Context: an optimization exercise on an open-source flow, tuned for small area. The choices shown serve that exercise and are no tape-out recipe. Where RTL was checked, it was by simulation tests only, not by an equivalence proof against the original. For runs 4 and 5, only the layout was checked, not whether the RTL still works. No driver is modelled on the clock port, so clocking that relies on it looks cheaper here than on a real chip. Power and IR drop assume default switching activity.

**flow/design.v**
```verilog
package periph_pkg;
   typedef logic [15:0] bus_addr_t;    
   typedef logic [7:0]  bus_data_t;    
   typedef logic [9:0]  ram_addr_t;    
   typedef logic [7:0]  irq_vec_t;     
   typedef logic [3:0]  sel_vec_t;     
   typedef logic [5:0]  match_t;       
   typedef enum logic [1:0] {
      VEC_CALL,     
      VEC_LOW,      
      VEC_HIGH      
   } vec_state_t;
   localparam int SEL_COUNT = 4;          
   localparam int RAM_DEPTH = 1024;       
   localparam bus_data_t CALL_OPCODE = 8'hCD;    
   localparam int VECTOR_STRIDE = 4;             
   localparam logic [2:0] INT_REG_MASK     = 3'd0;
   localparam logic [2:0] INT_REG_STATUS   = 3'd1;   
   localparam logic [2:0] INT_REG_ACTIVE   = 3'd2;
   localparam logic [2:0] INT_REG_POLARITY = 3'd3;
   localparam logic [2:0] INT_REG_EDGE     = 3'd4;
   localparam logic [2:0] INT_REG_BASE     = 3'd5;   
   localparam logic [2:0] SEL_REG_MAIN = 3'd0;
endpackage
`timescale 1ns/1ps
module select_cell (
   input  logic                  clock,
   input  logic                  reset,
   input  periph_pkg::bus_addr_t addr,
   input  periph_pkg::bus_data_t wdata,
   input  logic                  access,    
   input  logic                  write,
   output periph_pkg::bus_data_t rbyte,     
   output logic                  hit
);
   periph_pkg::bus_data_t mask_q, mask_d;
   periph_pkg::match_t    comp_q, comp_d;  
   periph_pkg::match_t    addr_field;      
   logic      is_io;
   logic      enable;
   logic      load_mask, keep_mask;        
   logic      load_comp, keep_comp;
   assign is_io  = mask_q[1];
   assign enable = mask_q[0];
   assign load_mask = access && write && !addr[0] && !reset;
   assign keep_mask = !(access && write && !addr[0]) && !reset;
   assign load_comp = access && write && addr[0] && !reset;
   assign keep_comp = !(access && write && addr[0]) && !reset;
   for (genvar k = 0; k < 8; k++) begin : g_mask
      reg_next u_next (.load(load_mask), .d(wdata[k]), .keep(keep_mask), .q(mask_q[k]),
                       .y(mask_d[k]));
   end
   for (genvar k = 0; k < 6; k++) begin : g_comp
      reg_next u_next (.load(load_comp), .d(wdata[k+2]), .keep(keep_comp), .q(comp_q[k]),
                       .y(comp_d[k]));
   end
   always_ff @(posedge clock) begin
      mask_q <= mask_d;
      comp_q <= comp_d;
   end
   assign rbyte = addr[0] ? {comp_q, 2'b00} : mask_q;
   assign addr_field = is_io ? addr[7:2] : addr[15:10];
   assign hit = enable && ((addr_field & mask_q[7:2]) == comp_q);
endmodule
module reg_next (
   input  logic load,
   input  logic d,
   input  logic keep,
   input  logic q,
   output logic y
);
   assign y = (load & d) | (keep & q);
endmodule
`timescale 1ns/1ps
module select_unit (
   input  logic                  clock,
   input  logic                  reset,
   input  periph_pkg::bus_addr_t addr,
   input  periph_pkg::bus_data_t wdata,
   input  logic                  readio,
   input  logic                  writeio,
   output periph_pkg::bus_data_t rbyte,     
   output periph_pkg::sel_vec_t  sel,
   output logic                  bootstrap
);
   logic [3:0] base_q;         
   logic       window_hit;     
   logic       main_access;
   periph_pkg::bus_data_t  cell_rbyte [periph_pkg::SEL_COUNT];
   periph_pkg::sel_vec_t   cell_hit;
   assign window_hit  = (addr[7:4] == base_q);
   assign main_access = window_hit && (addr[3:1] == periph_pkg::SEL_REG_MAIN);
   logic [3:0] base_d;
   logic       load_main, keep_main;
   assign load_main = writeio && main_access && !reset;
   assign keep_main = !(writeio && main_access) && !reset;
   for (genvar k = 0; k < 4; k++) begin : g_base
      reg_next u_next (.load(load_main), .d(wdata[k+4]), .keep(keep_main), .q(base_q[k]),
                       .y(base_d[k]));
   end
   always_ff @(posedge clock) begin
      base_q <= base_d;
      if (reset) begin
         bootstrap <= 1'b1;    
      end else if (writeio && main_access) begin
         bootstrap <= wdata[0];
      end
   end
   for (genvar i = 0; i < periph_pkg::SEL_COUNT; i++) begin : g_cell
      localparam logic [2:0] SLOT = 3'(i + 1);
      select_cell u_cell (
         .clock  (clock),
         .reset  (reset),
         .addr   (addr),
         .wdata  (wdata),
         .access (window_hit && (addr[3:1] == SLOT)),
         .write  (writeio),
         .rbyte  (cell_rbyte[i]),
         .hit    (cell_hit[i])
      );
   end
   always_comb begin
      rbyte = '0;
      if (readio && window_hit) begin
         case (addr[3:1])
            3'd0:    rbyte = {base_q, 4'b0000};    
            3'd1:    rbyte = cell_rbyte[0];
            3'd2:    rbyte = cell_rbyte[1];
            3'd3:    rbyte = cell_rbyte[2];
            3'd4:    rbyte = cell_rbyte[3];
            default: rbyte = '0;
         endcase
      end
   end
   assign sel = cell_hit | {2'b00, bootstrap, bootstrap};
endmodule
`timescale 1ns/1ps
module int_controller (
   input  logic                  clock,
   input  logic                  reset,
   input  logic [2:0]            reg_addr,
   input  periph_pkg::bus_data_t wdata,
   input  logic                  read,
   input  logic                  write,
   input  logic                  select,
   input  logic                  inta,
   input  periph_pkg::irq_vec_t  irq_lines,
   output periph_pkg::bus_data_t rbyte,     
   output logic                  intr
);
   periph_pkg::irq_vec_t   mask_q;        
   periph_pkg::irq_vec_t   active_q;      
   periph_pkg::irq_vec_t   polarity_q;    
   periph_pkg::irq_vec_t   edge_q;        
   periph_pkg::bus_data_t  vbase_q;       
   periph_pkg::irq_vec_t   irq_prev;      
   periph_pkg::irq_vec_t   trig_q;        
   periph_pkg::irq_vec_t   trig_now;
   periph_pkg::irq_vec_t   rise;
   periph_pkg::irq_vec_t   fall;
   periph_pkg::irq_vec_t   service_bit;   
   logic [2:0] prio_idx;
   periph_pkg::vec_state_t vec_state;
   logic       reg_write;
   assign reg_write = write && select;
   always_ff @(posedge clock) begin
      irq_prev <= irq_lines;    
   end
   assign rise = irq_lines & ~irq_prev;
   assign fall = ~irq_lines & irq_prev;
   assign trig_now = mask_q & ((~(irq_lines ^ polarity_q) & ~edge_q)    
                             | (rise & polarity_q & edge_q)            
                             | (fall & ~polarity_q & edge_q));         
   always_ff @(posedge clock) begin
      if (reset) begin
         trig_q <= '0;
      end else begin
         trig_q <= trig_now;
      end
   end
   assign service_bit = active_q & (~active_q + 8'd1);    
   always_comb begin
      prio_idx = '0;
      for (int i = 8 - 1; i >= 0; i--) begin
         if (active_q[i]) prio_idx = 3'(i);    
      end
   end
   periph_pkg::irq_vec_t   mask_d, polarity_d, edge_d;
   periph_pkg::bus_data_t  vbase_d;
   logic [3:0] load_reg;       
   logic [3:0] keep_reg;
   assign load_reg[0] = reg_write && reg_addr == periph_pkg::INT_REG_MASK && !reset;
   assign load_reg[1] = reg_write && reg_addr == periph_pkg::INT_REG_POLARITY && !reset;
   assign load_reg[2] = reg_write && reg_addr == periph_pkg::INT_REG_EDGE && !reset;
   assign load_reg[3] = reg_write && reg_addr == periph_pkg::INT_REG_BASE && !reset;
   assign keep_reg[0] = !(reg_write && reg_addr == periph_pkg::INT_REG_MASK) && !reset;
   assign keep_reg[1] = !(reg_write && reg_addr == periph_pkg::INT_REG_POLARITY) && !reset;
   assign keep_reg[2] = !(reg_write && reg_addr == periph_pkg::INT_REG_EDGE) && !reset;
   assign keep_reg[3] = !(reg_write && reg_addr == periph_pkg::INT_REG_BASE) && !reset;
   for (genvar k = 0; k < 8; k++) begin : g_reg
      reg_next u_mask (.load(load_reg[0]), .d(wdata[k]), .keep(keep_reg[0]), .q(mask_q[k]),
                       .y(mask_d[k]));
      reg_next u_pol  (.load(load_reg[1]), .d(wdata[k]), .keep(keep_reg[1]), .q(polarity_q[k]),
                       .y(polarity_d[k]));
      reg_next u_edge (.load(load_reg[2]), .d(wdata[k]), .keep(keep_reg[2]), .q(edge_q[k]),
                       .y(edge_d[k]));
      reg_next u_base (.load(load_reg[3]), .d(wdata[k]), .keep(keep_reg[3]), .q(vbase_q[k]),
                       .y(vbase_d[k]));
   end
   always_ff @(posedge clock) begin
      mask_q     <= mask_d;
      polarity_q <= polarity_d;
      edge_q     <= edge_d;
      vbase_q    <= vbase_d;
   end
   always_ff @(posedge clock) begin
      if (reset) begin
         active_q <= '0;
      end else if (reg_write && reg_addr == periph_pkg::INT_REG_ACTIVE) begin
         active_q <= wdata | trig_q;     
      end else if (inta && vec_state == periph_pkg::VEC_HIGH) begin
         active_q <= (active_q & ~service_bit) | trig_q;
      end else begin
         active_q <= active_q | trig_q;
      end
   end
   always_ff @(posedge clock) begin
      if (reset) begin
         vec_state <= periph_pkg::VEC_CALL;
      end else if (inta) begin
         case (vec_state)
            periph_pkg::VEC_CALL: vec_state <= periph_pkg::VEC_LOW;
            periph_pkg::VEC_LOW:  vec_state <= periph_pkg::VEC_HIGH;
            default:  vec_state <= periph_pkg::VEC_CALL;    
         endcase
      end
   end
   always_comb begin
      rbyte = '0;
      if (read && select) begin
         case (reg_addr)
            periph_pkg::INT_REG_MASK:     rbyte = mask_q;
            periph_pkg::INT_REG_STATUS:   rbyte = irq_lines;    
            periph_pkg::INT_REG_ACTIVE:   rbyte = active_q;
            periph_pkg::INT_REG_POLARITY: rbyte = polarity_q;
            periph_pkg::INT_REG_EDGE:     rbyte = edge_q;
            periph_pkg::INT_REG_BASE:     rbyte = vbase_q;
            default:          rbyte = '0;
         endcase
      end else if (inta) begin
         case (vec_state)
            periph_pkg::VEC_CALL: rbyte = periph_pkg::CALL_OPCODE;
            periph_pkg::VEC_LOW:  rbyte = 8'(prio_idx) * 8'(periph_pkg::VECTOR_STRIDE);
            default:  rbyte = vbase_q;
         endcase
      end
   end
   assign intr = |active_q;    
endmodule
`timescale 1ns/1ps
module shadow_ram (
   input  logic                  clock,
   input  periph_pkg::ram_addr_t addr,
   input  periph_pkg::bus_data_t wdata,
   input  logic                  select,
   input  logic                  read,
   input  logic                  write,
   input  logic                  bootstrap,    
   output periph_pkg::bus_data_t rbyte      
);
   localparam int DEPTH = periph_pkg::RAM_DEPTH;
   logic               phase;           
   logic [8*DEPTH-1:0] store;           
   logic [8*DEPTH-1:0] store_d;
   logic [31:0]        row_hit;         
   logic [31:0]        col_hit;         
   logic [DEPTH-1:0]   word_sel;        
   logic [DEPTH-1:0]   word_nsel;
   logic [7:0]         raw;             
   logic [7:0]         wbit;            
   logic               rd_en;
   logic               wr_en;
   assign rd_en = select && read && !bootstrap;
   assign wr_en = select && write;
   always_ff @(posedge clock) begin
      phase <= ~phase;
   end
   always_comb begin
      for (int r = 0; r < 32; r++) row_hit[r] = (addr[9:5] == 5'(r));
      for (int c = 0; c < 32; c++) col_hit[c] = (addr[4:0] == 5'(c));
   end
   for (genvar w = 0; w < DEPTH; w++) begin : g_dec
      ram_nand2 u_nsel (.a(row_hit[w / 32]), .b(col_hit[w % 32]), .y(word_nsel[w]));
      ram_inv   u_sel  (.a(word_nsel[w]), .y(word_sel[w]));
   end
   for (genvar b = 0; b < 8; b++) begin : g_rd
      logic [511:0] l0;    
      logic [127:0] l1;    
      logic [31:0]  l2;    
      logic [7:0]   l3;    
      logic [1:0]   l4;    
      for (genvar i = 0; i < 512; i++) begin : g_l0
         ram_oa22i u_g (.a1(store[16*i+b]),   .a2(word_nsel[2*i]),
                        .b1(store[16*i+8+b]), .b2(word_nsel[2*i+1]), .y(l0[i]));
      end
      for (genvar i = 0; i < 128; i++) begin : g_l1
         ram_or4 u_g (.a(l0[4*i]), .b(l0[4*i+1]), .c(l0[4*i+2]), .d(l0[4*i+3]), .y(l1[i]));
      end
      for (genvar i = 0; i < 32; i++) begin : g_l2
         ram_or4 u_g (.a(l1[4*i]), .b(l1[4*i+1]), .c(l1[4*i+2]), .d(l1[4*i+3]), .y(l2[i]));
      end
      for (genvar i = 0; i < 8; i++) begin : g_l3
         ram_or4 u_g (.a(l2[4*i]), .b(l2[4*i+1]), .c(l2[4*i+2]), .d(l2[4*i+3]), .y(l3[i]));
      end
      for (genvar i = 0; i < 2; i++) begin : g_l4
         ram_or4 u_g (.a(l3[4*i]), .b(l3[4*i+1]), .c(l3[4*i+2]), .d(l3[4*i+3]), .y(l4[i]));
      end
      ram_nor2 u_raw (.a(l4[0]), .b(l4[1]), .y(raw[b]));
   end
   assign wbit = wr_en ? (wdata ^ {8{phase}}) : raw;
   for (genvar w = 0; w < DEPTH; w++) begin : g_word
      for (genvar b = 0; b < 8; b++) begin : g_bit
         ram_oa22i u_hold (.a1(store[8*w+b]), .a2(word_sel[w]),
                           .b1(word_nsel[w]), .b2(wbit[b]), .y(store_d[8*w+b]));
      end
   end
   always_ff @(posedge clock) begin
      store <= store_d;
   end
   assign rbyte = rd_en ? (raw ^ {8{phase}}) : '0;
endmodule
module ram_oa22i (
   input  logic a1,
   input  logic a2,
   input  logic b1,
   input  logic b2,
   output logic y
);
   assign y = ~((a1 | a2) & (b1 | b2));
endmodule
module ram_inv (
   input  logic a,
   output logic y
);
   assign y = ~a;
endmodule
module ram_nand2 (
   input  logic a,
   input  logic b,
   output logic y
);
   assign y = ~(a & b);
endmodule
module ram_nor2 (
   input  logic a,
   input  logic b,
   output logic y
);
   assign y = ~(a | b);
endmodule
module ram_or4 (
   input  logic a,
   input  logic b,
   input  logic c,
   input  logic d,
   output logic y
);
   assign y = a | b | c | d;
endmodule
`timescale 1ns/1ps
module periph_top (
   input  logic                  clock,
   input  logic                  reset,
   input  periph_pkg::bus_addr_t addr,
   input  periph_pkg::bus_data_t wdata,
   input  logic                  readmem,
   input  logic                  writemem,
   input  logic                  readio,
   input  logic                  writeio,
   input  logic                  inta,
   input  periph_pkg::irq_vec_t  irq_lines,
   output periph_pkg::bus_data_t rdata,
   output logic                  intr,
   output periph_pkg::sel_vec_t  sel,
   output logic                  bootstrap
);
   periph_pkg::bus_data_t sel_rdata;    
   periph_pkg::bus_data_t int_rdata;    
   periph_pkg::bus_data_t ram_rdata;    
   select_unit u_select (
      .clock     (clock),
      .reset     (reset),
      .addr      (addr),
      .wdata     (wdata),
      .readio    (readio),
      .writeio   (writeio),
      .rbyte     (sel_rdata),
      .sel       (sel),
      .bootstrap (bootstrap)
   );
   int_controller u_intc (
      .clock     (clock),
      .reset     (reset),
      .reg_addr  (addr[2:0]),
      .wdata     (wdata),
      .read      (readio),
      .write     (writeio),
      .select    (sel[2]),
      .inta      (inta),
      .irq_lines (irq_lines),
      .rbyte     (int_rdata),
      .intr      (intr)
   );
   shadow_ram u_ram (
      .clock     (clock),
      .addr      (addr[9:0]),
      .wdata     (wdata),
      .select    (sel[1]),
      .read      (readmem),
      .write     (writemem),
      .bootstrap (bootstrap),
      .rbyte     (ram_rdata)
   );
   always_ff @(posedge clock) begin
      rdata <= sel_rdata | int_rdata | ram_rdata;
   end
endmodule
```
**flow/flow/run.sh**
```bash
#!/bin/bash
# Layout flow: the standard ORFS flow (standard.sh, unchanged synthesis),
# with a leaner clock tree (small leaf buffers, no dummy loads, slow leaves
# upsized after CTS, see post_cts.tcl) and small port buffers. Runs in the
# work folder; the make output goes to flow_make.log there, and ORFS keeps
# each step's own log under orfs/logs.
set -euo pipefail
cd "$(dirname "$0")/.."
here=$(pwd)

cts_args="-sink_clustering_enable -repair_clock_nets -dont_use_dummy_load"
cts_args+=" -sink_clustering_size 10 -sink_clustering_max_diameter 50"
cts_args+=" -buf_list sky130_fd_sc_hd__clkbuf_4"

bash standard.sh \
  "CTS_ARGS=${cts_args}" \
  "POST_CTS_TCL=${here}/flow/post_cts.tcl" \
  "BUFFER_PORTS_ARGS=-buffer_cell sky130_fd_sc_hd__buf_1" \
  finish > flow_make.log 2>&1
```
**flow/flow/post_cts.tcl**
```tcl
estimate_parasitics -placement
set upsized 0
set seen [dict create]
foreach pin [all_registers -clock_pins -edge_triggered] {
  set slew 0.0
  foreach edge {rise fall} {
    foreach analysis {min max} {
      set v [get_property $pin slew_${analysis}_$edge]
      if {$v > $slew} { set slew $v }
    }
  }
  if {$slew <= 0.110} { continue }
  foreach drv [get_pins -of_objects [get_nets -of_objects $pin] -filter "direction==output"] {
    set inst [get_cells -of_objects $drv]
    set name [get_full_name $inst]
    if {[dict exists $seen $name]} { continue }
    dict set seen $name 1
    if {[get_property $inst ref_name] eq "sky130_fd_sc_hd__clkbuf_4"} {
      replace_cell $name sky130_fd_sc_hd__clkbuf_8
      incr upsized
    }
  }
}
puts "post_cts: upsized $upsized clock leaf buffers"
if {$upsized > 0} {
  detailed_placement
  check_placement
  estimate_parasitics -placement
}
```
**flow/standard.sh**
```bash
#!/bin/bash
# synth_recipe.tcl (not shown) runs the flow's synth.tcl, then flattens the netlist and writes it again
# the make line also repeats each setting of config.mk as NAME=value (left out here)
make -C /OpenROAD-flow-scripts/flow DESIGN_CONFIG=/design/flow/config.mk WORK_HOME=/design/flow/orfs CLKGATE_MAP_FILE= SYNTH_SCRIPT=/design/flow/synth_recipe.tcl "${@:-finish}"
```
**flow/config.mk**
```make
export PLATFORM = sky130hd
export DESIGN_NAME = periph_top
export DESIGN_NICKNAME = periph_top
export VERILOG_FILES = /design/flow/design.v
export SDC_FILE = /design/flow/constraint.sdc
export NUM_CORES = 8
export LEC_CHECK = 0
export CAP_MARGIN = 10
export CORE_MARGIN = 2
export CORE_UTILIZATION = 50
export PLACE_DENSITY = 0.6
export SLEW_MARGIN = 10
export SYNTH_HIERARCHICAL = 1
export SYNTH_MINIMUM_KEEP_SIZE = 0
```
**flow/constraint.sdc**
```tcl
create_clock -name core_clock -period 10.0 [get_ports {clock}]
set_input_delay 2.0000 -clock core_clock [delete_from_list [all_inputs] [get_ports {clock}]]
set_output_delay 2.0000 -clock core_clock [all_outputs]
set_load 0.01 [all_outputs]
```
==> impl_metrics.yaml, run 1 <==
route:
  ant_nets: 0
  avgViaCountPerCell: 6.95
  routed-via-count: 230000
  drt_iter0_drc: 24800
  drt-pass1-iter-count: 9
  routed_wl_um: 899000
  drcViolationCount: 0
  wire_per_inst_um: 27.2
power:
  p_int_mw: 40.4
  power_mw: 55.1
  power_frac_comb_pct: 9.8
  ir_drop_uv: 115
  power_frac_seq_pct: 63.1
  p_leak_nw: 122
  power.density_nw_per_um2: 192
  power.switching_mw: 14.7
  clockPowerShare_pct: 27.1
  swShare_pct: 26.7
global_route:
  grt.total_usage_pct: 31.3
  antenna_found_initial: 84
  grt_pass1_wl_um: 1320000
  grt_pass1_vias: 207000
  gr-total-overflow: 0
  grt_max_degree: 109
critical_path:
  reg2reg_slack_ps: 4080
  slowest_stage: "or4_1"
  cp_cell_sequence: "buf_1 -> nand2_1 -> nor2_4 -> buf_4 -> nand2_1 -> o22ai_1 -> or4_1 -> or4_1 -> or4_1 -> or4_1 -> nor2_1 -> a21oi_1 -> a21oi_4 -> buf_12 -> buf_4 -> o22ai_1"
  cp_slowest_stage_delay_ps: 840
  start_kind: "primary input"
  crit_required_ps: 11610
  criticalPathCategory: "primary input to register"
  rr_worst_depth: 12
  crit_top_cell: "or4_1"
  worstPathMaxFanout: 39
  crit_arrival_ps: 9880
  worst_setup_path_end_kind: "register"
  r2r_end: "u_ram.store[2739]"
  r2r-start: "u_ram.store[275]"
sta:
  tns_ps: 0
  fmax_ghz: 0.121
  fin_crit_sh_pct: 82.7
  tightestPinTransition_ps: 1400
  finalHoldViolations: 0
  drv_slew: 0
  setup_viol_count_final: 0
  rsz0062_at_grt: "false"
  slew_headroom_pct: 6.76
  clock_skew_ps: 233
  period_minus_slack_ps: 8270
  layout_setup_ws_ps: 1730
synthesis:
  synthTopCellsByCount: "o22ai_1 (12.3k), dfxtp_1 (8,320), or4_1 (1,362), nand2_1 (1,057), inv_1 (1,052)"
  synthArstFlopShare_pct: 0
  ys_top_cells_by_area: "dfxtp_1 (63%), o22ai_1 (29%), or4_1 (3.8%)"
  ys.flop_type: "dfxtp_1"
  synth_top_area_share_pct: 62.6
  yosysWarnings: 12
  avgSynthCellArea_um2: 10.8
  syn-cell-area_um2: 266000
  synth_edf_count: 0
  synth-seq-area-share_pct: 62.6
  synth.net_count: 24700
  yosysTopAreaCell: "dfxtp_1"
  synth.distinct_cells: 60
  yosysMostFrequentCell: "o22ai_1"
  syn_inst: 24700
  ys_ff_latch: 8320
floorplan:
  rows: 267
  start_util_pct: 50.3
  die_h_um: 733
  die_area_um2: 538000
  core-area_um2: 529000
  ios: 53
  dieWidth_um: 733
cells_and_area:
  layout-drive-gt1-share_pct: 5.60
  area_delta_synth_final_pct: 8.14
  multiInputGateArea_um2: 95700
  nNetsFinal: 26100
  fin_util_pct: 54.3
  regArea_um2: 167000
  fillCellCount: 47700
placement:
  gp_congestion: 0.864
  io_buffers: 52
  hpwl_um: 572000
  place_ws_ps: 115
min_path:
  worstHoldStart: "irq_lines[2]"
  whs_endpoint: "u_intc.irq_prev[2]"
  hold_path_class: "primary input to register"
  hold_depth: 1
cts:
  path_clk_slew_ps: 100
  clock_sinks: 8320
  insertion_delay_ps: 1950
  tritoncts: "done"
job:
  max-cap-violations: 0
outcome:
  outcome: "no timing/DRC/antenna violations"
stage by stage:
step,hold WS [ps],cell area (um^2),instances
floorplan,422,266000,24700
global route,256,287000,33000
finish,276,288000,33100
detailed placement,437,280000,32100
global placement,429,280000,32100
cells in the final DEF (no fill, tap or decap), types with 5 or more instances in the layout:
| cell type | Yosys | routed |
|---|---|---|
| and2_1 | 8 | 8 |
| xnor2_1 | 34 | 34 |
| a2111oi_0 | 7 | 7 |
| a21oi_1 | 45 | 37 |
| mux2_1 | 7 | 7 |
| nand2_1 | 1057 | 1054 |
| dfxtp_1 | 8320 | 8320 |
| a22o_1 | 92 | 92 |
| o21ai_0 | 25 | 25 |
| nor3_1 | 22 | 22 |
| a21oi_4 | 0 | 8 |
| nor2_2 | 2 | 22 |
| o2111ai_1 | 5 | 5 |
| nor3b_1 | 6 | 6 |
| or3_1 | 14 | 14 |
| a211oi_1 | 6 | 6 |
| clkbuf_2 | 0 | 5 |
| a22oi_1 | 14 | 14 |
| clkbuf_8 | 0 | 61 |
| diode_2 | 0 | 87 |
| nor2b_1 | 16 | 16 |
| and3_1 | 5 | 5 |
| xor2_1 | 7 | 7 |
| or3b_4 | 6 | 6 |
| nor4_2 | 5 | 5 |
| mux2_2 | 27 | 27 |
| buf_1 | 1 | 46 |
| clkbuf_4 | 0 | 857 |
| nor2_1 | 109 | 45 |
| o22ai_1 | 12300 | 12300 |
| mux2i_1 | 23 | 23 |
| or4_1 | 1362 | 1362 |
| buf_12 | 1 | 159 |
| nor2_4 | 0 | 44 |
| nand3_1 | 9 | 9 |
| buf_4 | 6 | 236 |
| nand3b_1 | 9 | 9 |
| a31oi_1 | 8 | 8 |
| nand2b_1 | 7 | 5 |
| inv_1 | 1052 | 1052 |
flip-flops by register name, summed over array words and instances (netlist names):
| name | cells |
|---|---|
| u_select.g_cell.u_cell.comp_q | 24 |
| u_select.base_q | 4 |
| rdata | 8 |
| u_intc.edge_q | 8 |
| u_intc.active_q | 8 |
| u_intc.vbase_q | 8 |
| u_ram.store | 8192 |
| u_select.g_cell.u_cell.mask_q | 32 |
| u_intc.irq_prev | 8 |
| u_intc.mask_q | 8 |
| u_ram.phase | 1 |
| u_intc.vec_state | 2 |
| u_intc.trig_q | 8 |
| u_intc.polarity_q | 8 |
| u_select.bootstrap | 1 |
modules after synthesis (local to each module, per instance), excerpt:
module,cell area [um^2],copies in the design,flops+latches,cells inside
int_controller,2380,1,58,237
periph_top,210,1,8,16
ram_nor2,3.75,8,0,1
select_cell,589,4,14,56
select_unit,624,1,5,79
shadow_ram,165000,1,8193,8335
power by group through the flow:
stage	clock (mW)	sequential (mW)	combinational, mW
floorplan	0	35.5	3.44
global placement	0	35.5	5.23
detailed placement	0	35.5	5.34
global route	16.5	34.9	5.61
finish	14.9	34.8	5.40
metal layers:
| metal | global-route usage [%] | vias to the layer above | wire (um) |
|---|---|---|---|
| li1 | - | 106000 | - |
| met1 | 45.6 | 114000 | 401000 |
| met2 | 47.5 | 9107 | 397000 |
| met3 | 4.52 | 1586 | 68200 |
| met4 | 10.9 | 36 | 32800 |
| met5 | 0 | - | 265 |
worst max-delay path, delay by kind of cell:
kind / cells / cell delay, ps
simple gates: 8 / 5140
compound gates: 4 / 1040
buf+inv: 4 / 1490
how the worst max path moves through the flow:
stage                       start           endpoint  slack (ps)  cells past startpoint
after floorplan           addr[4]  u_ram.store[2777]       -8470                     13
after global placement    addr[4]  u_ram.store[5486]         100                     16
after detailed placement  addr[4]  u_ram.store[4214]         120                     17
after global routing      addr[0]  u_ram.store[2790]        1790                     16
final                     addr[4]  u_ram.store[2710]        1730                     16
area by class of cell:
class | count | area share, %
diodes | 87 | 0.0757
clock buffers | 918 | 2.53
inverters | 1052 | 1.37
multi-input cells | 15300 | 33.3
flip-flops and latches | 8320 | 57.9
well taps | 6994 | 3.04
repair buffers | 447 | 1.79
logic make-up (layout without fill, tap and decap cells):
kind of cell | after synthesis | in the layout | share of synthesized area [%]
AO/OA/AOI/OAI | 12500 | 12500 | 29.5
flip-flops | 8320 | 8320 | 62.6
AND/OR/NAND/NOR | 2657 | 2657 | 5.84
buffers and inverters | 1090 | 2417 | 1.57
multiplexers | 65 | 65 | 0.290
XOR/XNOR | 42 | 42 | 0.141
other | 0 | 87 | 0
==> run 2: changes to the inputs <==
--- a/flow/config.mk
+++ b/flow/config.mk
@@ -7,8 +7,8 @@
 export LEC_CHECK = 0
 export CAP_MARGIN = 10
 export CORE_MARGIN = 2
-export CORE_UTILIZATION = 50
-export PLACE_DENSITY = 0.6
+export CORE_UTILIZATION = 60
+export PLACE_DENSITY = 0.72
 export SLEW_MARGIN = 10
 export SYNTH_HIERARCHICAL = 1
 export SYNTH_MINIMUM_KEEP_SIZE = 0
==> run 2 against run 1 <==
Area after synthesis is the same. Cell area shrank 0.33%. Sequential cell count is the same. First-iteration DRC count grew 15%. Cell count shrank 3.0%.
==> impl_metrics.yaml, run 2 <==
sta:
  tns_ps: 0
  period_minus_slack_ps: 7900
  slew_headroom_pct: 10.2
  fin_crit_sh_pct: 79.0
  clock_skew_ps: 210
  tightestPinTransition_ps: 1350
  fmax_ghz: 0.127
  finalHoldViolations: 0
  drv_slew: 0
  rsz0062_at_grt: "false"
  setup_viol_count_final: 0
cts:
  clock_sinks: 8320
  path_clk_slew_ps: 120
  tritoncts: "done"
  insertion_delay_ps: 1930
cells_and_area:
  regArea_um2: 167000
  nNetsFinal: 26100
  final_common_cell: "o22ai_1"
  reg_top3: "u_ram.store x8192, u_select.g_cell.u_cell.mask_q x32, u_select.g_cell.u_cell.comp_q x24"
  fillCellCount: 35700
  largest_reg_flops: 8192
  area_delta_synth_final_pct: 7.78
  final_area_um2: 287000
  layout-drive-gt1-share_pct: 5.65
  multiInputGateArea_um2: 95600
  layout_common_cells: "o22ai_1 (12.3k), dfxtp_1 (8,320), or4_1 (1,362)"
  regMostFlops: "u_ram.store"
route:
  wire_per_inst_um: 26.7
  routed_wl_um: 856000
  ant_nets: 0
  drt_iter0_drc: 28600
  routed-via-count: 234000
  drt-pass1-iter-count: 7
  avgViaCountPerCell: 7.28
  drcViolationCount: 0
synthesis:
  synthArstFlopShare_pct: 0
  ys_ff_latch: 8320
  synth.distinct_cells: 60
  avgSynthCellArea_um2: 10.8
  synth_top_area_share_pct: 62.6
  yosysTopAreaCell: "dfxtp_1"
  ys.flop_type: "dfxtp_1"
  synth.net_count: 24700
  ys_top_cells_by_area: "dfxtp_1 (63%), o22ai_1 (29%), or4_1 (3.8%)"
  synth-seq-area-share_pct: 62.6
  syn_inst: 24700
  synthTopCellsByCount: "o22ai_1 (12.3k), dfxtp_1 (8,320), or4_1 (1,362), nand2_1 (1,057), inv_1 (1,052)"
  yosysMostFrequentCell: "o22ai_1"
  synth_edf_count: 0
  syn-cell-area_um2: 266000
  yosysWarnings: 12
global_route:
  grt_max_degree: 139
  grt_pass1_wl_um: 1270000
  gr-usage-met2_pct: 52.0
  gr-total-overflow: 0
  grt.total_usage_pct: 35.7
  antenna_found_initial: 92
  gr-usage-met3_pct: 7.42
  top_usage_layer: "met2"
  grt_pass1_vias: 209000
  use_met1_pct: 50.8
floorplan:
  rows: 244
  dieWidth_um: 670
  start_util_pct: 60.2
  core-area_um2: 441000
  die_area_um2: 449000
  ios: 53
  die_h_um: 670
critical_path:
  slowest_stage: "or4_1"
  rr_worst_depth: 12
  r2r_end: "u_ram.store[2566]"
  crit_arrival_ps: 9530
  r2r-start: "u_ram.store[462]"
  worst_setup_path_end_kind: "register"
  criticalPathCategory: "primary input to register"
  start_kind: "primary input"
  cp_slowest_stage_delay_ps: 990
  worstPathMaxFanout: 31
  reg2reg_slack_ps: 3950
  cp_cell_sequence: "buf_1 -> nand2b_1 -> nor2_4 -> buf_12 -> nand2_1 -> o22ai_1 -> or4_1 -> or4_1 -> or4_1 -> or4_1 -> nor2_1 -> a21oi_1 -> a21oi_4 -> buf_12 -> buf_12 -> buf_12 -> o22ai_1"
  crit_required_ps: 11630
  crit_path_start: "addr[4]"
placement:
  placed_area_um2: 279000
  hpwl_um: 542000
  io_buffers: 52
  gp_congestion: 0.902
power:
  ir_drop_uv: 160
  power.density_nw_per_um2: 191
  power_mw: 54.8
  p_leak_nw: 122
min_path:
  whs_endpoint: "u_intc.irq_prev[7]"
  hold_path_class: "primary input to register"
  hold_depth: 1
  worstHoldStart: "irq_lines[7]"
outcome:
  outcome: "no timing/DRC/antenna violations"
job:
  max-cap-violations: 0
## run 2: how the worst max path moves through the flow
stage,endpoint,cells after the start
6_report,u_ram.store[2566],17
5_1_grt,u_ram.store[2606],16
3_5_place_dp,u_ram.store[6565],15
3_3_place_gp,u_ram.store[6565],15
2_1_floorplan,u_ram.store[2777],13
## run 2: Yosys stat by module, one instance, submodules excluded
| module | cells inside | cell area [um^2] | flops+latches |
|---|---|---|---|
| shadow_ram | 8335 | 165000 | 8193 |
| ram_oa22i | 1 | 6.26 | 0 |
| reg_next | 1 | 8.76 | 0 |
| int_controller | 237 | 2380 | 58 |
| select_unit | 79 | 624 | 5 |
| ram_nor2 | 1 | 3.75 | 0 |
| ram_or4 | 1 | 7.51 | 0 |
| ram_nand2 | 1 | 3.75 | 0 |
| ram_inv | 1 | 3.75 | 0 |
| select_cell | 56 | 589 | 14 |
| periph_top | 16 | 210 | 8 |
## run 2: kinds of logic (layout without fill, tap and decap cells)
| group | Yosys count | count (layout) | synth area share [%] |
|---|---|---|---|
| AND/OR/NAND/NOR | 2657 | 2657 | 5.84 |
| flip-flops | 8320 | 8320 | 62.6 |
| other | 0 | 153 | 0 |
| XOR/XNOR | 42 | 42 | 0.141 |
| buffers and inverters | 1090 | 2432 | 1.57 |
| multiplexers | 65 | 65 | 0.290 |
| AO/OA/AOI/OAI | 12500 | 12500 | 29.5 |
## run 2: metrics by stage
stage	utilization (%)	hold WS, ps	instances	setup slack (ps)
after floorplan	-	422	24700	-8470
after global placement	63.3	429	31000	640
after detailed placement	63.3	436	31000	553
after global routing	64.9	348	32000	2220
final	64.9	328	32100	2100
## run 2: layer usage
metal  vias up  share of wire [%]
met5         -              0.048
met4        62                4.8
met3      1962                 10
met2     11700                 43
met1    114000                 42
li1     106000                  -
## run 2: final cells by class
| type | instances | share of cell area [%] |
|---|---|---|
| sequential | 8320 | 58.1 |
| multi-input combinational | 15300 | 33.4 |
| tap | 5904 | 2.58 |
| clock buffer | 910 | 2.44 |
| timing repair buffer | 470 | 2.00 |
| inverter | 1052 | 1.38 |
| antenna | 153 | 0.134 |
## run 2: critical path, delay by kind of cell
family	cells	cell delay (ps)
buffers and inverters	5	1350
AO/OA/AOI/OAI	4	880
AND/OR/NAND/NOR	8	5160
## run 2: power breakdown
group	internal [mW]	switching, mW	total, mW
Clock	4.25	10.3	14.5
Sequential	34.2	0.581	34.8
Combinational	1.85	3.63	5.48
==> run 3: changes to the inputs <==
==> flow/flow/run.sh (replaced) <==
#!/bin/bash
# Layout flow: the standard ORFS flow (standard.sh, unchanged synthesis),
# with a leaner clock tree (small leaf buffers, no dummy loads) and small
# port buffers. Runs in the work folder; the make output goes to flow_make.log
# there, and ORFS keeps each step's own log under orfs/logs.
set -euo pipefail
cd "$(dirname "$0")/.."

cts_args="-sink_clustering_enable -repair_clock_nets -dont_use_dummy_load"
cts_args+=" -sink_clustering_size 10 -sink_clustering_max_diameter 50"
cts_args+=" -buf_list sky130_fd_sc_hd__clkbuf_4"

bash standard.sh \
  "CTS_ARGS=${cts_args}" \
  "BUFFER_PORTS_ARGS=-buffer_cell sky130_fd_sc_hd__buf_1" \
  finish > flow_make.log 2>&1
--- a/flow/config.mk
+++ b/flow/config.mk
@@ -7,8 +7,8 @@
 export LEC_CHECK = 0
 export CAP_MARGIN = 10
 export CORE_MARGIN = 2
-export CORE_UTILIZATION = 60
-export PLACE_DENSITY = 0.72
+export CORE_UTILIZATION = 50
+export PLACE_DENSITY = 0.6
 export SLEW_MARGIN = 10
 export SYNTH_HIERARCHICAL = 1
 export SYNTH_MINIMUM_KEEP_SIZE = 0
removed: flow/flow/post_cts.tcl
==> run 3 against run 2 <==
Still clean. Cell area up 0.20%. Power about the same. Clock skew up 24 ps. Non-clock buffer count down 23. Critical path depth down 1. Maximum frequency down 5.7%. Core utilization down 11 points. Register-to-register slack better by 90 ps. Sequential power about the same. Routed wire length up 5.0%. Critical endpoint is now u_ram.store[2710].
==> impl_metrics.yaml, run 3 <==
outcome:
  outcome: "no timing/DRC/antenna violations"
cts:
  ctsHoldBuffers: 0
  h-tree-depth: 6
  cts_root_buf: "clkbuf_4"
  tritoncts: "done"
  cts_max_path_buffers: 4
  clock_sinks: 8320
  insertion_delay_ps: 1950
  path_clk_slew_ps: 100
  cts_made_buffers: 918
  cts_resized: 0
  cts_setup_buffers: 0
power:
  ir_drop_uv: 115
  power.density_nw_per_um2: 191
  power_frac_seq_pct: 63.5
  power_mw: 54.8
  power.switching_mw: 14.6
  swShare_pct: 26.7
  p_int_mw: 40.2
  clockPowerShare_pct: 26.7
  power_frac_comb_pct: 9.8
  p_leak_nw: 122
cells_and_area:
  stdcell_count: 33100
  layout_common_cells: "o22ai_1 (12.3k), dfxtp_1 (8,320), or4_1 (1,362)"
  nNetsFinal: 26100
  final_area_um2: 287000
  regMostFlops: "u_ram.store"
  reg_top3: "u_ram.store x8192, u_select.g_cell.u_cell.mask_q x32, u_select.g_cell.u_cell.comp_q x24"
  layout-drive-gt1-share_pct: 5.60
  area_delta_synth_final_pct: 8.00
  fin_util_pct: 54.3
  fillCellCount: 47800
  final_common_cell: "o22ai_1"
  largest_reg_flops: 8192
floorplan:
  die_h_um: 733
  start_util_pct: 50.3
  dieWidth_um: 733
  die_area_um2: 538000
  ios: 53
  core-area_um2: 529000
  rows: 267
route:
  drt-pass1-iter-count: 7
  avgViaCountPerCell: 6.95
  ant_nets: 0
  drt_iter0_drc: 25000
  drcViolationCount: 0
  routed-via-count: 230000
  routed_wl_um: 899000
  wire_per_inst_um: 27.2
synthesis:
  synth_top_family_by_area: "compound AO/OA/AOI/OAI gates"
  synth_mux_area_share_pct: 0.290
  synth_xor_area_share_pct: 0.141
  yosysMostFrequentCell: "o22ai_1"
  avgSynthCellArea_um2: 10.8
  yosysWarnings: 12
  synth-seq-area-share_pct: 62.6
  synth.distinct_cells: 60
  ys_ff_latch: 8320
  synth_edf_count: 0
  yosysTopAreaCell: "dfxtp_1"
  synthTopCellsByCount: "o22ai_1 (12.3k), dfxtp_1 (8,320), or4_1 (1,362), nand2_1 (1,057), inv_1 (1,052)"
  syn_inst: 24700
  synthAdderAreaFrac_pct: 0
  synth_compound_area_share_pct: 29.5
  synth.net_count: 24700
  syn-cell-area_um2: 266000
  yosys.area_share.simple_pct: 5.84
  synth_top_area_share_pct: 62.6
  synthArstFlopShare_pct: 0
  ys.flop_type: "dfxtp_1"
  ys_top_cells_by_area: "dfxtp_1 (63%), o22ai_1 (29%), or4_1 (3.8%)"
sta:
  tns_ps: 0
  fin_crit_sh_pct: 83.7
  clock_skew_ps: 234
  drv_slew: 0
  period_minus_slack_ps: 8370
  layout_setup_ws_ps: 1630
  tightestPinTransition_ps: 1370
  fmax_ghz: 0.119
  hold_ws_ps: 294
  finalHoldViolations: 0
  rsz0062_at_grt: "false"
  slew_headroom_pct: 8.86
  setup_viol_count_final: 0
critical_path:
  worstPathMaxFanout: 39
  crit_required_ps: 11610
  worst_setup_path_end_kind: "register"
  start_kind: "primary input"
  criticalPathCategory: "primary input to register"
  crit_arrival_ps: 9980
global_route:
  grt_max_degree: 109
  gr-total-overflow: 0
  grt_pass1_vias: 207000
  grt.total_usage_pct: 31.3
  grt_pass1_wl_um: 1320000
  antenna_found_initial: 80
placement:
  place_ws_ps: 115
  placed_area_um2: 280000
  placed_cells_incl_taps: 32100
  gp_congestion: 0.864
  hpwl_um: 572000
  io_buffers: 52
job:
  max-cap-violations: 0
min_path:
  hold_path_class: "primary input to register"
[run 3: changes by cell type in the layout (fill, tap and decap cells not counted), sizes merged]
cell    before  now
buf        465  442
clkbuf     915  923
diode      153   89
[run 3: cell type report]
class,count,area (um^2),area share [%]
clock buffer,918,6890,2.40
sequential,8320,167000,58.0
multi-input combinational,15300,95700,33.3
inverter,1052,3950,1.37
tap,6994,8750,3.05
antenna,89,223,0.0775
timing repair buffer,447,5160,1.80
[run 3: cell families (layout without fill, tap and decap cells)]
logic type	count (synthesis)	in the layout
buf+inv	1090	2417
flops	8320	8320
other cells	0	89
mux	65	65
compound gates	12500	12500
simple gates	2657	2657
xor+xnor	42	42
[run 3: power groups by stage]
stage	logic, mW	clock network [mW]	registers [mW]
global route	5.61	16.2	34.9
detailed placement	5.34	0	35.5
floorplan	3.44	0	35.5
finish	5.40	14.6	34.8
global placement	5.23	0	35.5
CTS	5.33	15.0	34.8
[run 3: final timing paths]
kind         slack (ps)               from                  to  cells past startpoint
max                1630            addr[3]   u_ram.store[2710]                     16
min reg2reg         430   u_intc.mask_q[5]    u_intc.trig_q[5]                      2
min                 290       irq_lines[4]  u_intc.irq_prev[4]                      1
max reg2reg        4040  u_ram.store[1622]   u_ram.store[2710]                     11
[run 3: layer usage]
layer / track usage, % / part of all wire [%]
met5: 0 / 0.032
met4: 10.8 / 3.6
met3: 4.60 / 7.6
met2: 47.6 / 44
met1: 45.5 / 45
[run 3: Yosys stat by module (local to each module, per instance), excerpt]
module          flops+latches  area, um^2  cells
int_controller             58        2380    237
periph_top                  8         210     16
ram_inv                     0        3.75      1
ram_nor2                    0        3.75      1
reg_next                    0        8.76      1
select_cell                14         589     56
select_unit                 5         624     79
shadow_ram               8193      165000   8335
[run 3: worst max-delay path: stages]
cell	delay, ps
buf_1	640
or3_1	470
nor2_4	330
buf_4	510
nand2_1	590
o22ai_1	250
or4_1	660
or4_1	650
or4_1	840
or4_1	870
nor2_1	490
a21oi_1	140
a21oi_4	530
buf_12	310
buf_4	350
o22ai_1	120
==> run 4: changes to the inputs <==
--- a/flow/design.v
+++ b/flow/design.v
@@ -304,16 +304,16 @@
                         .b1(store[16*i+8+b]), .b2(word_nsel[2*i+1]), .y(l0[i]));
       end
       for (genvar i = 0; i < 128; i++) begin : g_l1
-         ram_or4 u_g (.a(l0[4*i]), .b(l0[4*i+1]), .c(l0[4*i+2]), .d(l0[4*i+3]), .y(l1[i]));
+         ram_nor4 u_g (.a(l0[4*i]), .b(l0[4*i+1]), .c(l0[4*i+2]), .d(l0[4*i+3]), .y(l1[i]));
       end
       for (genvar i = 0; i < 32; i++) begin : g_l2
-         ram_or4 u_g (.a(l1[4*i]), .b(l1[4*i+1]), .c(l1[4*i+2]), .d(l1[4*i+3]), .y(l2[i]));
+         ram_nand4 u_g (.a(l1[4*i]), .b(l1[4*i+1]), .c(l1[4*i+2]), .d(l1[4*i+3]), .y(l2[i]));
       end
       for (genvar i = 0; i < 8; i++) begin : g_l3
-         ram_or4 u_g (.a(l2[4*i]), .b(l2[4*i+1]), .c(l2[4*i+2]), .d(l2[4*i+3]), .y(l3[i]));
+         ram_nor4 u_g (.a(l2[4*i]), .b(l2[4*i+1]), .c(l2[4*i+2]), .d(l2[4*i+3]), .y(l3[i]));
       end
       for (genvar i = 0; i < 2; i++) begin : g_l4
-         ram_or4 u_g (.a(l3[4*i]), .b(l3[4*i+1]), .c(l3[4*i+2]), .d(l3[4*i+3]), .y(l4[i]));
+         ram_nand4 u_g (.a(l3[4*i]), .b(l3[4*i+1]), .c(l3[4*i+2]), .d(l3[4*i+3]), .y(l4[i]));
       end
       ram_nor2 u_raw (.a(l4[0]), .b(l4[1]), .y(raw[b]));
    end
@@ -358,14 +358,23 @@
 );
    assign y = ~(a | b);
 endmodule
-module ram_or4 (
+module ram_nand4 (
    input  logic a,
    input  logic b,
    input  logic c,
    input  logic d,
    output logic y
 );
-   assign y = a | b | c | d;
+   assign y = ~(a & b & c & d);
+endmodule
+module ram_nor4 (
+   input  logic a,
+   input  logic b,
+   input  logic c,
+   input  logic d,
+   output logic y
+);
+   assign y = ~(a | b | c | d);
 endmodule
 `timescale 1ns/1ps
 module periph_top (
==> flow/flow/run.sh (replaced) <==
#!/bin/bash
# Layout flow: the standard ORFS flow (standard.sh) with these changes:
# - synthesis: ABC is told of a light output load, so that it maps to the
#   smallest cells (registers are not touched; timing repair upsizes later);
# - clock tree: small leaf buffers, no dummy loads, slow leaves upsized after
#   CTS (post_cts.tcl);
# - small port buffers.
# Runs in the work folder; the make output goes to flow_make.log there, and
# ORFS keeps each step's own log under orfs/logs.
set -euo pipefail
cd "$(dirname "$0")/.."
here=$(pwd)

cts_args="-sink_clustering_enable -repair_clock_nets -dont_use_dummy_load"
cts_args+=" -sink_clustering_size 10 -sink_clustering_max_diameter 50"
cts_args+=" -buf_list sky130_fd_sc_hd__clkbuf_4"

bash standard.sh \
  "CTS_ARGS=${cts_args}" \
  "POST_CTS_TCL=${here}/flow/post_cts.tcl" \
  "ABC_LOAD_IN_FF=1" \
  "BUFFER_PORTS_ARGS=-buffer_cell sky130_fd_sc_hd__buf_1" \
  finish > flow_make.log 2>&1
==> flow/flow/post_cts.tcl (new file) <==
estimate_parasitics -placement
set upsized 0
set seen [dict create]
foreach pin [all_registers -clock_pins -edge_triggered] {
  set slew 0.0
  foreach edge {rise fall} {
    foreach analysis {min max} {
      set v [get_property $pin slew_${analysis}_$edge]
      if {$v > $slew} { set slew $v }
    }
  }
  if {$slew <= 0.110} { continue }
  foreach drv [get_pins -of_objects [get_nets -of_objects $pin] -filter "direction==output"] {
    set inst [get_cells -of_objects $drv]
    set name [get_full_name $inst]
    if {[dict exists $seen $name]} { continue }
    dict set seen $name 1
    if {[get_property $inst ref_name] eq "sky130_fd_sc_hd__clkbuf_4"} {
      replace_cell $name sky130_fd_sc_hd__clkbuf_8
      incr upsized
    }
  }
}
puts "post_cts: upsized $upsized clock leaf buffers"
if {$upsized > 0} {
  detailed_placement
  check_placement
  estimate_parasitics -placement
}
==> run 4 against run 3 <==
Still clean on timing, DRC and antenna. Worst hold slack better by 69 ps. Global-route usage up 0.56 points. Sequential power about the same. Critical endpoint is now u_ram.store[1643]. Largest cell class unchanged.
==> impl_metrics.yaml, run 4 <==
sta:
  fmax_ghz: 0.135
  period_minus_slack_ps: 7430
  layout_setup_ws_ps: 2570
  finalHoldViolations: 0
  tightestPinTransition_ps: 1400
  slew_headroom_pct: 6.40
  setup_viol_count_final: 0
  tns_ps: 0
  rsz0062_at_grt: "false"
  drv_slew: 0
  clock_skew_ps: 266
  fin_crit_sh_pct: 74.3
  hold_ws_ps: 363
placement:
  place_ws_ps: 1090
  gp_congestion: 0.884
  placed_area_um2: 280000
  hpwl_um: 584000
  io_buffers: 52
  placed_cells_incl_taps: 32200
cells_and_area:
  layout_common_cells: "o22ai_1 (12.3k), dfxtp_1 (8,320), nor4_1 (1,066)"
  layout-drive-gt1-share_pct: 6.30
  largest_reg_flops: 8192
  nNetsFinal: 26200
  stdcell_count: 33200
  regMostFlops: "u_ram.store"
  final_common_cell: "o22ai_1"
  area_delta_synth_final_pct: 8.94
  fin_util_pct: 54.8
  reg_top3: "u_ram.store x8192, u_select.g_cell.u_cell.mask_q x32, u_select.g_cell.u_cell.comp_q x24"
  final_area_um2: 288000
synthesis:
  synth-seq-area-share_pct: 63.0
  yosysTopAreaCell: "dfxtp_1"
  synth_edf_count: 0
  synthTopCellsByCount: "o22ai_1 (12.3k), dfxtp_1 (8,320), nor4_1 (1,093), nand2_1 (1,057), inv_1 (1,052)"
  synthArstFlopShare_pct: 0
  ys_ff_latch: 8320
  yosysMostFrequentCell: "o22ai_1"
  ys.flop_type: "dfxtp_1"
  synth.net_count: 24700
  synth.distinct_cells: 62
  avgSynthCellArea_um2: 10.7
  syn-cell-area_um2: 264000
  syn_inst: 24700
  ys_top_cells_by_area: "dfxtp_1 (63%), o22ai_1 (29%), nor4_1 (2.6%)"
  synth_top_area_share_pct: 63.0
  yosysWarnings: 12
power:
  swShare_pct: 26.7
  power.switching_mw: 14.8
  p_int_mw: 40.6
  p_leak_nw: 117
  power_mw: 55.4
  clockPowerShare_pct: 27.0
  power.density_nw_per_um2: 193
  ir_drop_uv: 137
  power_frac_comb_pct: 10.2
  power_frac_seq_pct: 62.8
critical_path:
  start_kind: "primary input"
  crit_required_ps: 11610
  crit_arrival_ps: 9040
  criticalPathCategory: "primary input to register"
  worstPathMaxFanout: 32
  worst_setup_path_end_kind: "register"
global_route:
  grt_max_degree: 100
  gr-total-overflow: 0
  gr-usage-met2_pct: 48.1
  grt_pass1_wl_um: 1330000
  use_met1_pct: 45.6
  grt.total_usage_pct: 31.9
  gr-usage-met3_pct: 5.13
  grt_pass1_vias: 209000
  antenna_found_initial: 57
  top_usage_layer: "met2"
floorplan:
  die_h_um: 731
  die_area_um2: 534000
  ios: 53
  dieWidth_um: 731
  start_util_pct: 50.3
  core-area_um2: 526000
  rows: 266
route:
  routed-via-count: 231000
  drcViolationCount: 0
  ant_nets: 0
  routed_wl_um: 903000
  avgViaCountPerCell: 6.94
  drt-pass1-iter-count: 11
  drt_iter0_drc: 25000
  wire_per_inst_um: 27.2
cts:
  clock_sinks: 8320
  tritoncts: "done"
  path_clk_slew_ps: 110
  insertion_delay_ps: 1970
outcome:
  outcome: "no timing/DRC/antenna violations"
min_path:
  hold_path_class: "primary input to register"
job:
  max-cap-violations: 0
==> run 4: area by class of cell <==
| class | count | area, um^2 |
|---|---|---|
| timing repair buffer | 619 | 7080 |
| inverter | 1052 | 3950 |
| fill | 47000 | 238000 |
| tap | 6968 | 8720 |
| sequential | 8320 | 167000 |
| multi-input combinational | 15300 | 94100 |
| clock buffer | 916 | 7290 |
| antenna | 51 | 128 |
==> run 4: final timing paths <==
kind,cells after the start,startpoint,to,slack [ps]
setup / recovery,18,addr[3],u_ram.store[1643],2570
hold / removal,1,irq_lines[5],u_intc.irq_prev[5],360
setup reg to reg,13,u_ram.store[6419],u_ram.store[1643],4800
hold reg to reg,1,u_ram.store[6573],u_ram.store[6573],440
==> run 4: routing by layer <==
metal	up-vias	wire length, um
li1	106000	-
met1	114000	400000
met2	9140	396000
met3	1665	70500
met4	38	36700
met5	-	251
==> run 4: logic make-up (layout without fill, tap and decap cells) <==
group	after synthesis	count (layout)	synth area share, %
AO/OA/AOI/OAI	12500	12500	29.7
flip-flops	8320	8320	63.0
AND/OR/NAND/NOR	2657	2657	5.22
buffers and inverters	1091	2587	1.59
multiplexers	65	65	0.290
XOR/XNOR	42	42	0.151
other	0	51	0
==> run 4: critical path, cell delays in order <==
cell	delay, ps
buf_1	570
nand3b_1	510
nor2_4	250
buf_12	360
nand2_1	530
o22ai_1	220
nor4_1	590
nand4_1	620
nor4_2	1140
buf_4	270
nand4_1	240
nor2_1	260
a21oi_1	100
a21oi_4	210
buf_12	180
buf_4	270
buf_4	420
o22ai_1	120
==> run 4: modules after synthesis (local to each module, per instance) <==
module,cell area [um^2],times used,cells inside,flip-flops and latches
int_controller,2380,1,238,58
periph_top,210,1,16,8
ram_inv,3.75,1024,1,0
ram_nand2,3.75,1024,1,0
ram_nand4,6.26,272,1,0
ram_nor2,3.75,8,1,0
ram_nor4,6.26,1088,1,0
ram_oa22i,6.26,12300,1,0
reg_next,8.76,92,1,0
select_cell,574,4,56,14
select_unit,654,1,79,5
shadow_ram,165000,1,8335,8193
==> run 4: power groups by stage <==
stage	logic [mW]	clock network [mW]	registers, mW
finish	5.65	15.0	34.8
global placement	5.48	0	35.5
floorplan	3.44	0	35.5
global route	5.86	16.5	34.9
detailed placement	5.58	0	35.5
==> run 5: changes to the inputs <==
--- a/flow/flow/run.sh
+++ b/flow/flow/run.sh
@@ -3,7 +3,7 @@
 # - synthesis: ABC is told of a light output load, so that it maps to the
 #   smallest cells (registers are not touched; timing repair upsizes later);
 # - clock tree: small leaf buffers, no dummy loads, slow leaves upsized after
-#   CTS (post_cts.tcl);
+#   CTS, then oversized signal cells shrunk (post_cts.tcl, downsize.tcl);
 # - small port buffers.
 # Runs in the work folder; the make output goes to flow_make.log there, and
 # ORFS keeps each step's own log under orfs/logs.
==> flow/flow/downsize.tcl (new file) <==
# Greedy downsizing after clock tree synthesis: timing-driven placement and
# repair leave many buffers and gates larger than they need to be. Each
# signal cell (largest first) takes the smallest size of its own function
# that keeps every pin it touches under 80% of the slew limit and the setup
# slack above a margin (1.3 ns: the routed slack comes out up to about
# 0.9 ns below the placement estimate). Clock tree cells and registers are
# left alone.
proc ds_pin_slew {pin} {
  set s 0.0
  foreach e {rise fall} {
    set v [get_property $pin slew_max_$e]
    if {$v > $s} { set s $v }
  }
  return $s
}
proc ds_ok {inst slew_lim} {
  foreach out [get_pins -of_objects $inst -filter "direction==output"] {
    foreach p [get_pins -of_objects [get_nets -of_objects $out]] {
      if {[ds_pin_slew $p] > $slew_lim} { return 0 }
    }
  }
  foreach p [get_pins -of_objects $inst -filter "direction==input"] {
    if {[ds_pin_slew $p] > $slew_lim} { return 0 }
  }
  return 1
}
# sizes of each function in the library, smallest first
set ds_family [dict create]
foreach cell [get_lib_cells */sky130_fd_sc_hd__*] {
  set n [get_name $cell]
  if {![regexp {^(sky130_fd_sc_hd__[a-z0-9]+)_([0-9]+)$} $n -> base size]} { continue }
  if {[string match "*lpflow*" $n] || [string match "*probe*" $n]} { continue }
  dict lappend ds_family $base [list $size $n [get_property $cell area]]
}
set slew_lim [expr {1.5 * 0.8}]
set wns_min 1.3e-9
set changed 0
set a0 [rsz::design_area]
set work {}
foreach inst [get_cells -hierarchical *] {
  set ref [get_property $inst ref_name]
  if {![regexp {^(sky130_fd_sc_hd__[a-z0-9]+)_([0-9]+)$} $ref -> base size]} { continue }
  if {[string match "sky130_fd_sc_hd__df*" $ref] || [string match "sky130_fd_sc_hd__clk*" $ref]} { continue }
  if {![dict exists $ds_family $base]} { continue }
  set smaller {}
  foreach e [lsort -index 2 -real -decreasing [dict get $ds_family $base]] {
    if {[lindex $e 2] < [get_property [get_lib_cells */$ref] area] - 0.01} { lappend smaller [lindex $e 1] }
  }
  if {[llength $smaller]} { lappend work [list $inst $ref $smaller] }
}
foreach w $work {
  lassign $w inst ref smaller
  set name [get_full_name $inst]
  set best $ref
  foreach try $smaller {
    replace_cell $name $try
    if {[ds_ok $inst $slew_lim] && [sta::worst_slack_cmd max] > $wns_min} {
      set best $try
    } else {
      break
    }
  }
  if {$best ne [get_property $inst ref_name]} { replace_cell $name $best }
  if {$best ne $ref} { incr changed }
}
puts "downsize: resized $changed of [llength $work] cells, area [format %.1f [expr {([rsz::design_area] - $a0) * 1e12}]] um2"
--- a/flow/flow/post_cts.tcl
+++ b/flow/flow/post_cts.tcl
@@ -27,3 +27,9 @@
   check_placement
   estimate_parasitics -placement
 }
+
+# then shrink the signal cells that placement and repair left oversized
+source [file join [file dirname [info script]] downsize.tcl]
+repair_design -slew_margin 10 -cap_margin 10
+detailed_placement
+check_placement
==> run 5 against run 4 <==
The flow now stops in clock tree synthesis. Area after synthesis did not move. Synthesized cell count did not move.
==> impl_metrics.yaml, run 5 <==
outcome:
  outcome: "aborted with a tool error"
  stop_stage: "clock tree synthesis"
  tool.error: "[ERROR EST-0104] inconsistent parasitics state"
synthesis:
  syn_inst: 24700
  synthTopCellsByCount: "o22ai_1 (12.3k), dfxtp_1 (8,320), nor4_1 (1,093), nand2_1 (1,057), inv_1 (1,052)"
  syn-cell-area_um2: 264000
  synth.net_count: 24700
  yosysWarnings: 12
  synth.distinct_cells: 62
  synth_edf_count: 0
  synth_top_area_share_pct: 63.0
  yosysMostFrequentCell: "o22ai_1"
  yosysTopAreaCell: "dfxtp_1"
  avgSynthCellArea_um2: 10.7
  synth-seq-area-share_pct: 63.0
  ys.flop_type: "dfxtp_1"
  ys_ff_latch: 8320
  ys_top_cells_by_area: "dfxtp_1 (63%), o22ai_1 (29%), nor4_1 (2.6%)"
  synthArstFlopShare_pct: 0
floorplan:
  rows: 266
  start_util_pct: 50.3
  dieWidth_um: 731
  ios: 53
  die_h_um: 731
placement:
  io_buffers: 52
  place_ws_ps: 1090
  gp_congestion: 0.884
  placed_area_um2: 280000
  hpwl_um: 584000
  placed_cells_incl_taps: 32200
cts:
  clock_sinks: 8320
[run 5: cell counts after synthesis]
No cell type changed its count.
[run 5: per-module statistics from Yosys, one instance, submodules excluded]
module | cells inside | cell area, um^2 | copies in the design
ram_nand2 | 1 | 3.75 | 1024
ram_nor2 | 1 | 3.75 | 8
select_cell | 56 | 574 | 4
ram_inv | 1 | 3.75 | 1024
shadow_ram | 8335 | 165000 | 1
reg_next | 1 | 8.76 | 92
periph_top | 16 | 210 | 1
ram_nor4 | 1 | 6.26 | 1088
int_controller | 238 | 2380 | 1
select_unit | 79 | 654 | 1
ram_nand4 | 1 | 6.26 | 272
ram_oa22i | 1 | 6.26 | 12300
[run 5: kinds of logic after synthesis]
family / after synthesis / synth area share (%)
compound gates: 12500 / 29.7
flops: 8320 / 63.0
simple gates: 2657 / 5.22
buf+inv: 1091 / 1.59
mux: 65 / 0.290
xor+xnor: 42 / 0.151
[run 5: worst min path at each step]
stage,start,to,slack [ps],cells after the start
2_1_floorplan,u_ram.store[1000],u_ram.store[1000],420,1
3_3_place_gp,u_ram.store[3724],u_ram.store[3724],430,1
3_5_place_dp,u_ram.store[1758],u_ram.store[1758],440,1
[run 5: per-stage QoR]
step	power, mW	hold slack (ps)
after detailed placement	41.1	438
after global placement	41.0	429
after floorplan	38.9	422
[run 5: power by group through the flow]
stage	registers, mW	logic [mW]	clock network [mW]
3_5_place_dp	35.5	5.58	0
3_3_place_gp	35.5	5.48	0
2_1_floorplan	35.5	3.44	0
==> run 6: changes to the inputs <==
--- a/flow/design.v
+++ b/flow/design.v
@@ -304,16 +304,16 @@
                         .b1(store[16*i+8+b]), .b2(word_nsel[2*i+1]), .y(l0[i]));
       end
       for (genvar i = 0; i < 128; i++) begin : g_l1
-         ram_nor4 u_g (.a(l0[4*i]), .b(l0[4*i+1]), .c(l0[4*i+2]), .d(l0[4*i+3]), .y(l1[i]));
+         ram_or4 u_g (.a(l0[4*i]), .b(l0[4*i+1]), .c(l0[4*i+2]), .d(l0[4*i+3]), .y(l1[i]));
       end
       for (genvar i = 0; i < 32; i++) begin : g_l2
-         ram_nand4 u_g (.a(l1[4*i]), .b(l1[4*i+1]), .c(l1[4*i+2]), .d(l1[4*i+3]), .y(l2[i]));
+         ram_or4 u_g (.a(l1[4*i]), .b(l1[4*i+1]), .c(l1[4*i+2]), .d(l1[4*i+3]), .y(l2[i]));
       end
       for (genvar i = 0; i < 8; i++) begin : g_l3
-         ram_nor4 u_g (.a(l2[4*i]), .b(l2[4*i+1]), .c(l2[4*i+2]), .d(l2[4*i+3]), .y(l3[i]));
+         ram_or4 u_g (.a(l2[4*i]), .b(l2[4*i+1]), .c(l2[4*i+2]), .d(l2[4*i+3]), .y(l3[i]));
       end
       for (genvar i = 0; i < 2; i++) begin : g_l4
-         ram_nand4 u_g (.a(l3[4*i]), .b(l3[4*i+1]), .c(l3[4*i+2]), .d(l3[4*i+3]), .y(l4[i]));
+         ram_or4 u_g (.a(l3[4*i]), .b(l3[4*i+1]), .c(l3[4*i+2]), .d(l3[4*i+3]), .y(l4[i]));
       end
       ram_nor2 u_raw (.a(l4[0]), .b(l4[1]), .y(raw[b]));
    end
@@ -358,23 +358,14 @@
 );
    assign y = ~(a | b);
 endmodule
-module ram_nand4 (
+module ram_or4 (
    input  logic a,
    input  logic b,
    input  logic c,
    input  logic d,
    output logic y
 );
-   assign y = ~(a & b & c & d);
-endmodule
-module ram_nor4 (
-   input  logic a,
-   input  logic b,
-   input  logic c,
-   input  logic d,
-   output logic y
-);
-   assign y = ~(a | b | c | d);
+   assign y = a | b | c | d;
 endmodule
 `timescale 1ns/1ps
 module periph_top (
--- a/flow/flow/run.sh
+++ b/flow/flow/run.sh
@@ -1,7 +1,5 @@
 #!/bin/bash
 # Layout flow: the standard ORFS flow (standard.sh) with these changes:
-# - synthesis: ABC is told of a light output load, so that it maps to the
-#   smallest cells (registers are not touched; timing repair upsizes later);
 # - clock tree: small leaf buffers, no dummy loads, slow leaves upsized after
 #   CTS, then oversized signal cells shrunk (post_cts.tcl, downsize.tcl);
 # - small port buffers.
@@ -18,6 +16,5 @@
 bash standard.sh \
   "CTS_ARGS=${cts_args}" \
   "POST_CTS_TCL=${here}/flow/post_cts.tcl" \
-  "ABC_LOAD_IN_FF=1" \
   "BUFFER_PORTS_ARGS=-buffer_cell sky130_fd_sc_hd__buf_1" \
   finish > flow_make.log 2>&1
==> run 6 against run 5 <==
The run again fails in clock tree synthesis. Area after synthesis up 0.66%. Synthesized cell count about the same.
==> impl_metrics.yaml, run 6 <==
synthesis:
  syn_inst: 24700
  synthAdderAreaFrac_pct: 0
  synth_xor_area_share_pct: 0.141
  synth-seq-area-share_pct: 62.6
  synthArstFlopShare_pct: 0
  ys.flop_type: "dfxtp_1"
  avgSynthCellArea_um2: 10.8
  synth_edf_count: 0
  synth_mux_area_share_pct: 0.290
  synth_top_area_share_pct: 62.6
  synth_top_family_by_area: "compound AO/OA/AOI/OAI gates"
  synth.net_count: 24700
  yosysMostFrequentCell: "o22ai_1"
  synthTopCellsByCount: "o22ai_1 (12.3k), dfxtp_1 (8,320), or4_1 (1,362), nand2_1 (1,057), inv_1 (1,052)"
  synth_compound_area_share_pct: 29.5
  ys_top_cells_by_area: "dfxtp_1 (63%), o22ai_1 (29%), or4_1 (3.8%)"
  synth.distinct_cells: 60
  ys_ff_latch: 8320
  syn-cell-area_um2: 266000
  yosys.area_share.simple_pct: 5.84
  yosysWarnings: 12
  yosysTopAreaCell: "dfxtp_1"
placement:
  hpwl_um: 572000
  placed_cells_incl_taps: 32100
  io_buffers: 52
  gp_congestion: 0.864
cts:
  clock_sinks: 8320
floorplan:
  dieWidth_um: 733
  start_util_pct: 50.3
  ios: 53
  die_h_um: 733
  rows: 267
outcome:
  tool.error: "[ERROR EST-0104] inconsistent parasitics state"
  outcome: "aborted with a tool error"
  stop_stage: "clock tree synthesis"
## run 6: changes by cell type after synthesis, moves of 7 or more
cell     delta
mux2_2      -7
nor4_1   -1092
or4_1    +1360
mux2_1      +7
and2_0      -7
nand4_1   -272
and2_1      +7
## run 6: Yosys stat by module, one instance, submodules excluded, excerpt
module | flip-flops and latches | cells
reg_next | 0 | 1
ram_nand2 | 0 | 1
shadow_ram | 8193 | 8335
select_cell | 14 | 56
int_controller | 58 | 237
select_unit | 5 | 79
ram_or4 | 0 | 1
## run 6: cell families after synthesis
logic type / after synthesis
AO/OA/AOI/OAI: 12500
AND/OR/NAND/NOR: 2657
flip-flops: 8320
buffers and inverters: 1090
XOR/XNOR: 42
multiplexers: 65
## run 6: metrics by stage
step / area, um^2 / util (%) / worst slack (ps) / total power, mW
2_1_floorplan: 266000 / - / -8470 / 38.9
3_3_place_gp: 280000 / 52.9 / 105 / 40.7
3_5_place_dp: 280000 / 52.9 / 115 / 40.9
## run 6: worst min-delay path by stage
stage	from	endpoint	slack [ps]	depth (start not counted)
global placement	u_ram.store[2215]	u_ram.store[2215]	430	1
detailed placement	u_ram.store[5697]	u_ram.store[5697]	440	1
floorplan	u_ram.store[1000]	u_ram.store[1000]	420	1
## run 6: power groups by stage
stage / logic, mW / registers [mW] / clock network (mW)
floorplan: 3.44 / 35.5 / 0
global placement: 5.23 / 35.5 / 0
detailed placement: 5.34 / 35.5 / 0

separate check: timing with driven ports:
The results above use ideal ports. As a check the final layouts listed here were re-extracted and re-timed, cells and wires unchanged. Step 1 sets driving cells, clkbuf_16 on the clock port and buf_2 on the other inputs (assumed; they add their load-dependent delay and slew). Step 2, shift: input delay + t, output delay - t, t = (earliest + latest rising clock arrival at the registers) / 2. This alone moves slack from input paths to output paths. Slacks: ideal / step 1 / step 2; pairs: ideal / step 1.
run	t, ns	setup WS [ns]	clock arrival spread, ns	worst register clock-pin slew, ns	worst data-port slew with drivers (ns)
run 1	1.957	1.732 / 1.822 / -0.135	0.234 / 0.234	0.12 / 0.12	0.25
run 2	1.937	2.104 / 2.186 / 0.249	0.211 / 0.210	0.12 / 0.12	0.23
run 3	1.952	1.627 / 1.716 / -0.235	0.233 / 0.233	0.12 / 0.12	0.24
run 4	1.955	2.567 / 2.655 / 0.700	0.266 / 0.266	0.12 / 0.12	0.30
Met with ideal ports but missed after step 2: setup timing in run 1 and run 3.
